Source: an optimization exercise on an open RTL-to-GDS flow (aim: small area, a short achievable clock period and few clock cycles). Production flows keep margins and buffers that such runs may drop. In this exercise RTL edits were held to simulation tests only and were not proved equivalent to the original. Power and IR drop assume default switching activity.

--- design.v ---
package sw_pkg;
  localparam int MAX_Q_LEN_DEF = 64;   
  localparam int MATCH_BIT_DEF = 4;    
endpackage
module sw_cell
#(
  parameter int WI    = 10,
  parameter int WO    = 10,
  parameter bit FIRST = 1'b0
) (
  input  logic          clk,
  input  logic [1:0]    typ_i,
  input  logic [1:0]    b_i,
  input  logic [1:0]    bn_i,    
  input  logic          kl_i,
  input  logic [WI-1:0] h_i,     
  input  logic [WI-1:0] a_i,     
  input  logic [WI-1:0] aa_i,    
  input  logic [WI-1:0] ab_i,    
  input  logic [WI-1:0] eb_i,    
  input  logic [WI-1:0] m_i,     
  input  logic [3:0]    match,
  input  logic [3:0]    mismatch,
  input  logic [3:0]    alpha,
  input  logic [3:0]    beta,
  output logic [1:0]    typ_o,
  output logic [1:0]    b_o,
  output logic [WO-1:0] h_o,
  output logic [WO-1:0] a_o,
  output logic [WO-1:0] aa_o,
  output logic [WO-1:0] ab_o,
  output logic [WO-1:0] eb_o,
  output logic [WO-1:0] m_o
);
  localparam logic [1:0] R_C = 2'd0;
  localparam logic [1:0] R_B = 2'd1;
  localparam logic [1:0] R_L = 2'd2;
  localparam logic [1:0] R_K = 2'd3;
  function automatic logic [WO-1:0] sub0k(
    input logic [WO-1:0] a,
    input logic [3:0]    k
  );
    logic [WO-1:0] d;
    logic          bw;
    bw = 1'b0;
    for (int i = 0; i < WO; i++) begin
      if (i < 4) begin
        d[i] = a[i] ^ k[i] ^ bw;
        bw   = (~a[i] & (k[i] | bw)) | (k[i] & bw);
      end else begin
        d[i] = a[i] ^ bw;
        bw   = bw & ~a[i];
      end
    end
    sub0k = bw ? '0 : d;
  endfunction
  function automatic logic [WO-1:0] addk(
    input logic [WO-1:0] a,
    input logic [3:0]    k
  );
    logic cy;
    cy = 1'b0;
    for (int i = 0; i < WO; i++) begin
      if (i < 4) begin
        addk[i] = a[i] ^ k[i] ^ cy;
        cy      = (a[i] & (k[i] | cy)) | (k[i] & cy);
      end else begin
        addk[i] = a[i] ^ cy;
        cy      = cy & a[i];
      end
    end
  endfunction
  function automatic logic gt(
    input logic [WO-1:0] a,
    input logic [WO-1:0] b
  );
    logic [WO-1:0] g, p;
    g = a & ~b;
    p = a | ~b;
    for (int s = 1; s < WO; s = s * 2)
      for (int i = 0; i + s < WO; i = i + 2 * s) begin
        g[i] = g[i+s] | (p[i+s] & g[i]);
        p[i] = g[i+s] | (p[i+s] & p[i]);
      end
    gt = g[0];
  endfunction
  logic [1:0]    q;
  logic          act;
  logic [WO-1:0] fb;       
  logic [WO-1:0] dr;       
  logic          clr, take, mt, pm;
  logic [WO-1:0] hi, ai, aai, abi, ebi;
  assign hi  = WO'(h_i);
  assign ai  = WO'(a_i);
  assign aai = WO'(aa_i);
  assign abi = WO'(ab_i);
  assign ebi = WO'(eb_i);
  assign aa_o = sub0k(a_o, alpha);
  assign ab_o = sub0k(a_o, beta);
  logic          se;
  logic [WO-1:0] e, e_b, e_a;
  assign se  = gt(ebi, ai);
  assign e   = se ? ebi : ai;
  assign e_b = se ? sub0k(ebi, beta) : abi;
  assign e_a = se ? sub0k(ebi, alpha) : aai;
  logic          sf;
  logic [WO-1:0] f, f_b, f_a;
  assign sf  = gt(fb, a_o);
  assign f   = sf ? fb : a_o;
  assign f_b = sf ? sub0k(fb, beta) : ab_o;
  assign f_a = sf ? sub0k(fb, alpha) : aa_o;
  logic [WO-1:0] d, d_a;
  if (FIRST) begin : g_d1
    assign d = mt ? WO'(match) : '0;
  end else begin : g_dn
    assign d = dr;
  end
  assign d_a = sub0k(d, alpha);
  logic          de, df, ef, pick_d, pick_e;
  logic [WO-1:0] h_n, a_n;
  assign de     = gt(e, d);
  assign df     = gt(f, d);
  assign ef     = gt(f, e);
  assign pick_d = !de && !df;
  assign pick_e = !pick_d && !ef;
  assign h_n = pick_d ? d   : (pick_e ? e   : f);
  assign a_n = pick_d ? d_a : (pick_e ? e_a : f_a);
  assign clr  = (typ_i != R_C);
  assign take = kl_i || (typ_i == R_L && !act);
  assign mt   = act && (q == b_i);
  assign pm   = act && (q == bn_i);
  always_ff @(posedge clk) begin
    b_o   <= b_i;
    typ_o <= kl_i ? R_K : (take ? R_B : typ_i);
    if (take) begin
      q   <= b_i;
      act <= 1'b1;
    end else if (typ_i == R_K) begin
      act <= 1'b0;
    end
    dr  <= pm ? addk(hi, match) : sub0k(hi, mismatch);
    m_o <= gt(WO'(m_i), h_o) ? WO'(m_i) : h_o;
    if (clr) begin
      h_o  <= '0;
      a_o  <= '0;
      eb_o <= '0;
      fb   <= '0;
    end else begin
      h_o  <= h_n;
      a_o  <= a_n;
      eb_o <= e_b;
      fb   <= f_b;
    end
  end
endmodule
module smith_waterman
#(
  parameter int SRAM_WORD_WIDTH = 8,
  parameter int SRAM_ADDR_BIT   = 10,
  parameter int CALC_BIT        = 12,
  parameter int MAX_T_NUM_BIT   = 8,
  parameter int MATCH_BIT       = 4,
  parameter int MAX_Q_LEN       = 64
) (
  input  logic                       clk,
  input  logic                       rst,
  input  logic                       start_i,
  output logic                       busy_o,
  output logic                       select_T_o,
  output logic [SRAM_ADDR_BIT-1:0]   addr_o,
  input  logic [SRAM_WORD_WIDTH-1:0] data_i,
  input  logic [MATCH_BIT-1:0]       match_i,
  input  logic [MATCH_BIT-1:0]       mismatch_i,
  input  logic [MATCH_BIT-1:0]       alpha_i,
  input  logic [MATCH_BIT-1:0]       beta_i,
  output logic [CALC_BIT-1:0]        result_o,
  output logic                       valid_o,
  output logic                       change_q_o,
  output logic [CALC_BIT-1:0]        max_result_o,
  output logic [MAX_T_NUM_BIT-1:0]   match_idx_o
);
  localparam int NP = 64;                
  localparam int VW = 10;                
  localparam int AW = SRAM_ADDR_BIT;
  localparam logic [1:0] R_C = 2'd0;
  localparam logic [1:0] R_B = 2'd1;
  localparam logic [1:0] R_L = 2'd2;
  localparam logic [1:0] R_K = 2'd3;
  localparam logic [2:0] K_NONE  = 3'd0;
  localparam logic [2:0] K_QLEN0 = 3'd1;   
  localparam logic [2:0] K_QLEN  = 3'd2;   
  localparam logic [2:0] K_QB1   = 3'd3;   
  localparam logic [2:0] K_QB    = 3'd4;   
  localparam logic [2:0] K_TB    = 3'd5;   
  localparam logic [2:0] K_END   = 3'd6;   
  localparam logic [2:0] S_IDLE = 3'd0;
  localparam logic [2:0] S_Q0   = 3'd1;
  localparam logic [2:0] S_QW   = 3'd2;
  localparam logic [2:0] S_QB   = 3'd3;
  localparam logic [2:0] S_T0   = 3'd4;
  localparam logic [2:0] S_T    = 3'd5;
  localparam logic [2:0] S_DR   = 3'd6;
  localparam logic [6:0] FLUSH = 7'd66;
  logic [2:0]    st, kind, kind_d;
  logic [AW-1:0] addr, nqa, tl;
  logic          sel, busy;
  logic [7:0]    d, nql, tcnt;
  logic [6:0]    qrem, drain, flush;
  logic          tend_ok, tgt_seen;
  logic [6:0]    ncur, q_age, tneed;
  logic [2:0]    tsel, tlast;
  logic          last_q, firstq;
  logic [6:0]    tdrain;
  logic          dz, term, fin_term;
  logic [6:0]    n_d, n_nql;
  logic [1:0]    inj_typ;
  logic          inj_kl;
  assign busy_o     = busy;
  assign select_T_o = sel;
  assign addr_o     = addr;
  assign dz       = (d == 8'd0);
  assign term     = (kind_d == K_TB) && (tcnt == 8'd0) && dz;
  assign fin_term = term && tgt_seen && (nql == 8'd0);
  assign n_d      = (d > 8'd64) ? 7'd64 : d[6:0];
  assign n_nql    = (nql > 8'd64) ? 7'd64 : nql[6:0];
  assign tneed    = (ncur > 7'd32) ? ncur : 7'd65 - ncur;
  assign tlast    = 3'(({1'b0, tneed} - 8'd1) >> 3);
  assign tdrain   = {1'b0, tlast, 3'b111} + 7'd2;
  always_comb begin
    inj_kl = 1'b0;
    unique case (kind_d)
      K_QLEN0: inj_typ = R_K;
      K_QB1: begin
        inj_typ = R_L;
        inj_kl  = 1'b1;
      end
      K_QB:    inj_typ = R_L;
      K_TB:    inj_typ = (tcnt != 8'd0) ? R_C : (dz ? R_K : R_B);
      K_END:   inj_typ = R_K;
      default: inj_typ = R_B;
    endcase
  end
  always_ff @(posedge clk) begin
    d <= data_i;
    if (rst) begin
      tsel   <= 3'd7;
      st     <= S_IDLE;
      kind   <= K_NONE;
      kind_d <= K_NONE;
      busy   <= 1'b0;
      sel    <= 1'b0;
      addr   <= '0;
    end else begin
      kind_d <= kind;
      kind   <= K_NONE;
      if (kind_d == K_QLEN) begin
        nql  <= d;
        tcnt <= 8'd0;
        if (dz) last_q <= 1'b1;
      end
      if (inj_kl) q_age <= '0;
      else if (q_age != 7'd127) q_age <= q_age + 7'd1;
      if (last_q && tsel == 3'd7 && (firstq || q_age >= 7'd64))
        tsel <= tlast;
      if (kind_d == K_TB) begin
        if (tcnt != 8'd0) begin
          tcnt <= tcnt - 8'd1;
        end else if (!dz) begin
          tcnt     <= d;
          tgt_seen <= 1'b1;
        end
      end
      if (term && !tend_ok) begin
        tend_ok <= 1'b1;
        tl      <= addr - AW'(2);
      end
      unique case (st)
        S_IDLE:
          if (start_i) begin
            addr     <= '0;
            sel      <= 1'b0;
            kind     <= K_QLEN0;
            st       <= S_Q0;
            busy     <= 1'b1;
            tend_ok  <= 1'b0;
            tgt_seen <= 1'b0;
            last_q   <= 1'b0;
            firstq   <= 1'b1;
            tsel     <= 3'd7;
          end
        S_Q0: begin
          addr <= AW'(1);
          kind <= K_QB1;
          st   <= S_QW;
        end
        S_QW:
          if (dz) begin
            busy <= 1'b0;
            st   <= S_IDLE;
          end else begin
            nqa  <= AW'(d) + AW'(1);
            ncur <= n_d;
            if (n_d == 7'd1) begin
              addr <= AW'(d) + AW'(1);
              kind <= K_QLEN;
              st   <= S_T0;
            end else begin
              addr <= AW'(2);
              kind <= K_QB;
              qrem <= n_d - 7'd2;
              st   <= S_QB;
            end
          end
        S_QB:
          if (qrem != 7'd0) begin
            addr <= addr + AW'(1);
            kind <= K_QB;
            qrem <= qrem - 7'd1;
          end else begin
            addr <= nqa;
            kind <= K_QLEN;
            st   <= S_T0;
          end
        S_T0: begin
          addr <= '0;
          sel  <= 1'b1;
          kind <= K_TB;
          st   <= S_T;
        end
        S_T: begin
          addr <= addr + AW'(1);
          kind <= K_TB;
          if (term && !tgt_seen) begin
            kind <= K_NONE;
            busy <= 1'b0;
            st   <= S_IDLE;
          end else if (tend_ok ? (addr == tl) : term) begin
            if (nql == 8'd0) begin
              kind  <= tend_ok ? K_END : K_NONE;
              drain <= tend_ok ? tdrain + 7'd1 : tdrain;
              st    <= S_DR;
            end else begin
              addr <= nqa + AW'(1);
              sel  <= 1'b0;
              kind <= K_QB1;
              nqa  <= nqa + AW'(nql) + AW'(1);
              qrem <= n_nql - 7'd1;
              ncur <= n_nql;
              firstq <= 1'b0;
              st   <= S_QB;
            end
          end
        end
        S_DR: begin
          drain <= drain - 7'd1;
          if (drain == 7'd0) begin
            busy <= 1'b0;
            st   <= S_IDLE;
          end
        end
        default: st <= S_IDLE;
      endcase
    end
  end
  logic [3:0] c_match, c_mismatch, c_alpha, c_beta;
  always_ff @(posedge clk) begin
    if (st == S_IDLE) begin
      c_match    <= match_i;
      c_mismatch <= mismatch_i;
      c_alpha    <= alpha_i;
      c_beta     <= beta_i;
    end
  end
  wire [2*NP+1:0]     typ_b;
  wire [2*NP+1:0]     b_b;
  wire [VW*NP+VW-1:0] h_b, a_b, aa_b, ab_b, eb_b, m_b;
  assign typ_b[1:0]   = inj_typ;
  assign b_b[1:0]     = d[1:0];
  assign h_b[VW-1:0]  = '0;
  assign a_b[VW-1:0]  = '0;
  assign aa_b[VW-1:0] = '0;
  assign ab_b[VW-1:0] = '0;
  assign eb_b[VW-1:0] = '0;
  assign m_b[VW-1:0]  = '0;
  genvar j;
  generate
  for (j = 1; j <= NP; j = j + 1) begin : g_pe
    localparam int WO = $clog2(15 * j + 1);
    localparam int WI = (j == 1) ? 1 : $clog2(15 * (j - 1) + 1);
    wire [WO-1:0] h_o, a_o, aa_o, ab_o, eb_o, m_o;
    sw_cell #(
      .WI   (WI),
      .WO   (WO),
      .FIRST(j == 1)
    ) u_pe (
      .clk     (clk),
      .typ_i   (typ_b[2*j-1 -: 2]),
      .b_i     (b_b[2*j-1 -: 2]),
      .bn_i    ((j == 1) ? 2'b00 : b_b[2*j-3 -: 2]),
      .kl_i    ((j == 1) ? inj_kl : 1'b0),
      .h_i     (h_b[VW*(j-1) +: WI]),
      .a_i     (a_b[VW*(j-1) +: WI]),
      .aa_i    (aa_b[VW*(j-1) +: WI]),
      .ab_i    (ab_b[VW*(j-1) +: WI]),
      .eb_i    (eb_b[VW*(j-1) +: WI]),
      .m_i     (m_b[VW*(j-1) +: WI]),
      .match   (c_match),
      .mismatch(c_mismatch),
      .alpha   (c_alpha),
      .beta    (c_beta),
      .typ_o   (typ_b[2*j+1 -: 2]),
      .b_o     (b_b[2*j+1 -: 2]),
      .h_o     (h_o),
      .a_o     (a_o),
      .aa_o    (aa_o),
      .ab_o    (ab_o),
      .eb_o    (eb_o),
      .m_o     (m_o)
    );
    assign h_b[VW*j +: VW]  = VW'(h_o);
    assign a_b[VW*j +: VW]  = VW'(a_o);
    assign aa_b[VW*j +: VW] = VW'(aa_o);
    assign ab_b[VW*j +: VW] = VW'(ab_o);
    assign eb_b[VW*j +: VW] = VW'(eb_o);
    assign m_b[VW*j +: VW]  = VW'(m_o);
  end
  endgenerate
  function automatic logic gtv(
    input logic [VW-1:0] a,
    input logic [VW-1:0] b
  );
    logic [VW-1:0] g, p;
    g = a & ~b;
    p = a | ~b;
    for (int s = 1; s < VW; s = s * 2)
      for (int i = 0; i + s < VW; i = i + 2 * s) begin
        g[i] = g[i+s] | (p[i+s] & g[i]);
        p[i] = g[i+s] | (p[i+s] & p[i]);
      end
    gtv = g[0];
  endfunction
  logic [VW-1:0] m_last, h_last;
  logic [1:0]    t_last, t_next;
  always_comb begin
    m_last = '0;
    h_last = '0;
    t_last = R_B;
    t_next = R_B;
    for (int k = 0; k < 8; k++)
      if (tsel == 3'(k)) begin
        m_last = m_b[VW*(8*k+7) +: VW];
        h_last = h_b[VW*(8*k+8) +: VW];
        t_last = typ_b[2*(8*k+8)+1 -: 2];
        t_next = typ_b[2*(8*k+7)+1 -: 2];
      end
  end
  logic [VW-1:0] rmax;
  logic          r_c, r_end, r_k, r_k_d;
  logic [VW-1:0] acc, accv, res, best;
  logic          rep;
  logic [MAX_T_NUM_BIT-1:0] tidx;
  logic          first;
  assign accv = gtv(acc, rmax) ? acc : rmax;
  assign result_o     = CALC_BIT'(res);
  assign max_result_o = CALC_BIT'(best);
  always_ff @(posedge clk) begin
    rmax <= gtv(m_last, h_last) ? m_last : h_last;
    if (rst) begin
      flush      <= FLUSH;
      r_c        <= 1'b0;
      rep        <= 1'b0;
      valid_o    <= 1'b0;
      change_q_o <= 1'b0;
      first      <= 1'b1;
      tidx       <= '0;
      acc        <= '0;
    end else begin
      if (st == S_IDLE && start_i && tsel != 3'd7)
        flush <= 7'd64;
      else if (flush != 7'd0)
        flush <= flush - 7'd1;
      r_c   <= (t_last == R_C) && (flush == 7'd0);
      r_end <= (t_next != R_C);
      r_k   <= (t_next == R_K);
      rep   <= r_c && r_end;
      acc   <= (r_c && !r_end) ? accv : '0;
      if (r_c && r_end) res <= accv;
      change_q_o <= rep && r_k_d;
      valid_o    <= rep;
      if (rep) begin
        if (first || gtv(res, best)) begin
          best        <= res;
          match_idx_o <= tidx;
        end
        first <= r_k_d;
        tidx  <= r_k_d ? '0 : tidx + MAX_T_NUM_BIT'(1);
      end
    end
  end
  always_ff @(posedge clk) r_k_d <= r_k;
endmodule
--- run.sh ---
#!/bin/bash
# synth_recipe.tcl (not shown) runs the flow's synth.tcl, then flattens the netlist and writes it again
# the make line also repeats each setting of config.mk as NAME=value (left out here)
make -C /OpenROAD-flow-scripts/flow DESIGN_CONFIG=/design/flow/config.mk WORK_HOME=/design/flow/orfs CLKGATE_MAP_FILE= SYNTH_SCRIPT=/design/flow/synth_recipe.tcl finish
--- config.mk ---
export PLATFORM = sky130hd
export DESIGN_NAME = smith_waterman
export DESIGN_NICKNAME = smith_waterman
export VERILOG_FILES = /design/flow/design.v
export SDC_FILE = /design/flow/constraint.sdc
export NUM_CORES = 4
export LEC_CHECK = 0
export CAP_MARGIN = 20
export CORE_MARGIN = 2
export CORE_UTILIZATION = 40
export SLEW_MARGIN = 20
--- constraint.sdc ---
create_clock -name core_clock -period 13.0 [get_ports {clk}]
set_input_delay 2.6000 -clock core_clock [delete_from_list [all_inputs] [get_ports {clk}]]
set_output_delay 2.6000 -clock core_clock [all_outputs]
set_load 0.01 [all_outputs]
==> reports/metrics.cfg <==
[synthesis]
yosys_register_bits=4043
synth.avg_cell_area_um2=8.20
synthTopCellsByArea=dfxtp_1, fa_1, ha_1
synth_edf_count=242
async_flop_share_pct=0
syn_inst=38300
ys.flop_type=dfxtp_1
synthAdderAreaFrac_pct=24.0
yosysSeqAreaShare_pct=26.5
synth_cell_types=126
synth-xor-area-share_pct=0.711
synth_top_family_by_area=adder cells
synth_compound_area_share_pct=20.9
synth_top_cell_area_share_pct=24.2
syn_area_um2=314000
yosysTopAreaCell=dfxtp_1
synth_simple_gate_area_share_pct=17.3
ys_warn_count=13
muxShareOfSynthArea_pct=4.50

[setup_path]
reg2reg_to=g_pe[20].u_pe.a_o[0]
critPathMaxFanout=27
critPathCaptureType=flip-flop
required_ns=14.00
cp_cell_sequence=inv_1, maj3_1, maj3_1, maj3_2, o31ai_4, buf_4, mux2i_1, o21ai_0, a221oi_1, a211oi_1, maj3_1, a21oi_1, o221ai_1, nand2_1, o211ai_1, o22ai_1
critical-path-top-delay-family=compound AO/OA/AOI/OAI gates
r2r-start=g_pe[20].u_pe.a_o[5]
crit_path_start=g_pe[20].u_pe.a_o[5]
r2r_cells=16
start_kind=flip-flop
crit_type=flip-flop to flip-flop
slowest_delay_ns=0.90
path_depth=16
worst-r2r-setup-slack_ns=6.72
cp-endpoint=g_pe[20].u_pe.a_o[0]
path_buf_inv=2
worst_path_most_repeated_cell=maj3_1
arrival_ns=7.28
cpMaxStageDelayCell=o31ai_4

[floorplanning]
io_pins=73
dieArea_um2=793000
start_util_pct=40.1
die_w_um=890
die_y_um=890
core_um2=783000
std_cell_rows=325

[clocking]
cts_made_buffers=466
cts_hold_buffers=0
cts_tree=done
postCtsSetupRepairBufs=0
cts.sinks=4043
clkTransAtPathRegs_ns=0.06
clk_latency_ns=1.14
post_cts_resized=0
cts_max_level=5
cts_root_buf=clkbuf_16
cts_max_path_buffers=4

[sta]
hold_viol=0
worstMarginPinSlew_ns=1.29
slew_headroom_pct=13.2
final.period_utilization_pct=48.3
rsz0062_at_grt=false
fin_ws_ns=6.72
setup_viol=0
skew_ns=0.0973
final_max_slew_viol_count=0
fmax_ghz=0.159
min_period_ns=6.28

[run_status]
status=complete, no violations

[cells_and_area]
drive_gt1_share_pct=7.69
area_delta_synth_final_pct=11.0
final_common_cell=nor2_1
utilization_pct=44.5
mostFrequentLayoutCells=nor2_1, dfxtp_1, inv_1
nets=41700

[grt]
grt_max_degree=73
grt_use_total_pct=26.8
antenna_found_initial=35
grt_overflow=0
grt_pass1_vias=273000
grt_pass1_wl_um=1680000

[placement]
place_ws_ns=6.91
dp_hpwl_um=859000
port_buffers=68
place.gp.congestion=0.970

[drt]
drt-pass1-iter-count=8
drt_iter0_drc=27200
routed-wl-met2_um=500000
drt-vias-per-instance=5.86
route.detailed.drc=0
num_vias=284000
postRouteAntennaNets=0
wl_met1_um=487000
routed_wl_um=1110000
wl_per_cell_um=22.9
top_layer=met5
routed-wl-met3_um=70300

[pwr]
power_frac_seq_pct=23.5
leakage_nw=129
comb_power_share_pct=56.8
ir_drop_uv=173
p_per_area_nw_per_um2=214
totalPowerFinal_mw=74.8
power.share.clock_pct=19.7
swShare_pct=47.5
p_int_mw=39.3
p_switching_mw=35.5

[worst_hold_path]
hold_class=flip-flop to flip-flop

[run]
drv_cap=0

## power groups by stage
| stage | clock (mW) | sequential, mW | combinational (mW) |
|---|---|---|---|
| 2_1_floorplan | 0 | 17.5 | 28.8 |
| 3_3_place_gp | 0 | 17.7 | 41.0 |
| 3_5_place_dp | 0 | 17.7 | 41.8 |
| 4_1_cts | 14.9 | 17.5 | 42.1 |
| 5_1_grt | 15.4 | 17.8 | 47.3 |
| 6_report | 14.7 | 17.6 | 42.5 |
## cells by family (layout without fill, tap and decap cells)
family,after synthesis,count (layout)
and+or+nand+nor,12000,12000
AOI/OAI and AO/OA,10500,10500
adders and majority gates,5225,5225
buffers and inverters,4985,4658
DFF,4043,4043
muxes,1367,1367
xor gates and xnor gates,255,255
other,1,21
## area by class of cell
| class | instances | area [um2] |
|---|---|---|
| fill | 77000 | 434000 |
| multi-input combinational | 29300 | 219000 |
| sequential | 4043 | 83400 |
| tap | 10500 | 13100 |
| clock buffer | 572 | 12800 |
| inverter | 3373 | 12700 |
| clock inverter | 315 | 4340 |
| timing repair buffer | 398 | 3430 |
| antenna | 17 | 42.5 |
## how the worst min path moves through the flow
stage / from / end / slack [ns] / cells past startpoint
after floorplan: r_k / r_k_d / 0.32 / 0
after global placement: r_k / r_k_d / 0.33 / 0
after detailed placement: r_k / r_k_d / 0.34 / 0
after CTS: g_pe[4].u_pe.b_o[0] / g_pe[5].u_pe.b_o[0] / 0.35 / 0
after global routing: g_pe[4].u_pe.b_o[0] / g_pe[5].u_pe.b_o[0] / 0.36 / 0
final: g_pe[4].u_pe.b_o[0] / g_pe[5].u_pe.b_o[0] / 0.35 / 0
## per-stage QoR
step	hold WS, ns	setup TNS [ns]	std cells	area [um2]
2_1_floorplan	0.323	-1895.54	38300	321000
5_1_grt	0.362	0	48500	349000
3_3_place_gp	0.331	0	47600	331000
4_1_cts	0.351	0	48400	349000
3_5_place_dp	0.343	0	47600	331000
6_report	0.351	0	48500	349000
## synth_stat cells (all sizes together), types with 207 or more instances
master  instances
dfxtp        3801
mux2i        1061
maj3         1148
nor2b         579
o31ai         267
o22ai         666
inv          3350
a211oi        374
buf           331
a21o          209
ha           2369
a22oi         207
nor2         4442
clkbuf       1280
nand3         737
mux2          298
a31oi         334
nand2b        618
fa           1708
a21oi        2651
or2           304
nor3         1587
xnor2         215
o211ai        275
edfxtp        242
o21ai        3219
o21a          483
nand2        2822
## sequential cells by signal, indices dropped and copies added (netlist names), 10 cells and up
name	cells
acc	10
addr	10
best	10
g_pe.u_pe.a_o	574
g_pe.u_pe.act	64
g_pe.u_pe.b_o	126
g_pe.u_pe.dr	570
g_pe.u_pe.eb_o	554
g_pe.u_pe.fb	574
g_pe.u_pe.h_o	574
g_pe.u_pe.m_o	564
g_pe.u_pe.q	128
g_pe.u_pe.typ_o	128
nqa	10
res	10
rmax	10
tl	10
## routing by layer
metal / up-vias / track usage (%)
met2: 10500 / 43.3
li1: 134000 / -
met3: 2276 / 3.15
met1: 137000 / 36.3
met4: 8 / 11.3
met5: - / 0
Testbench counts, summed over its fixed seeds: cycles 50,052.

[static timing again, ports no longer ideal]
The results above use ideal ports. As a check the final layout listed here was re-extracted and re-timed, cells and wires unchanged.
Step 1: set_driving_cell puts a clkbuf_16 on clk and a buf_2 on each other input, an assumption about the parent block.
Step 2 also shifts input and output timing later by t, the mid clock arrival at the registers, as if the neighbouring blocks saw the same clock.
Three values: ideal ports, drivers, drivers and shift; two values: the first two.
t (ns): 1.232
slack for setup (ns): 6.716 / 6.716 / 6.716
latest minus earliest clock arrival (ns): 0.099 / 0.099
After both steps this run still meets setup and hold. For this run, drivers alone change the setup slack by 0.000 ns; drivers and shift together by 0.000 ns.
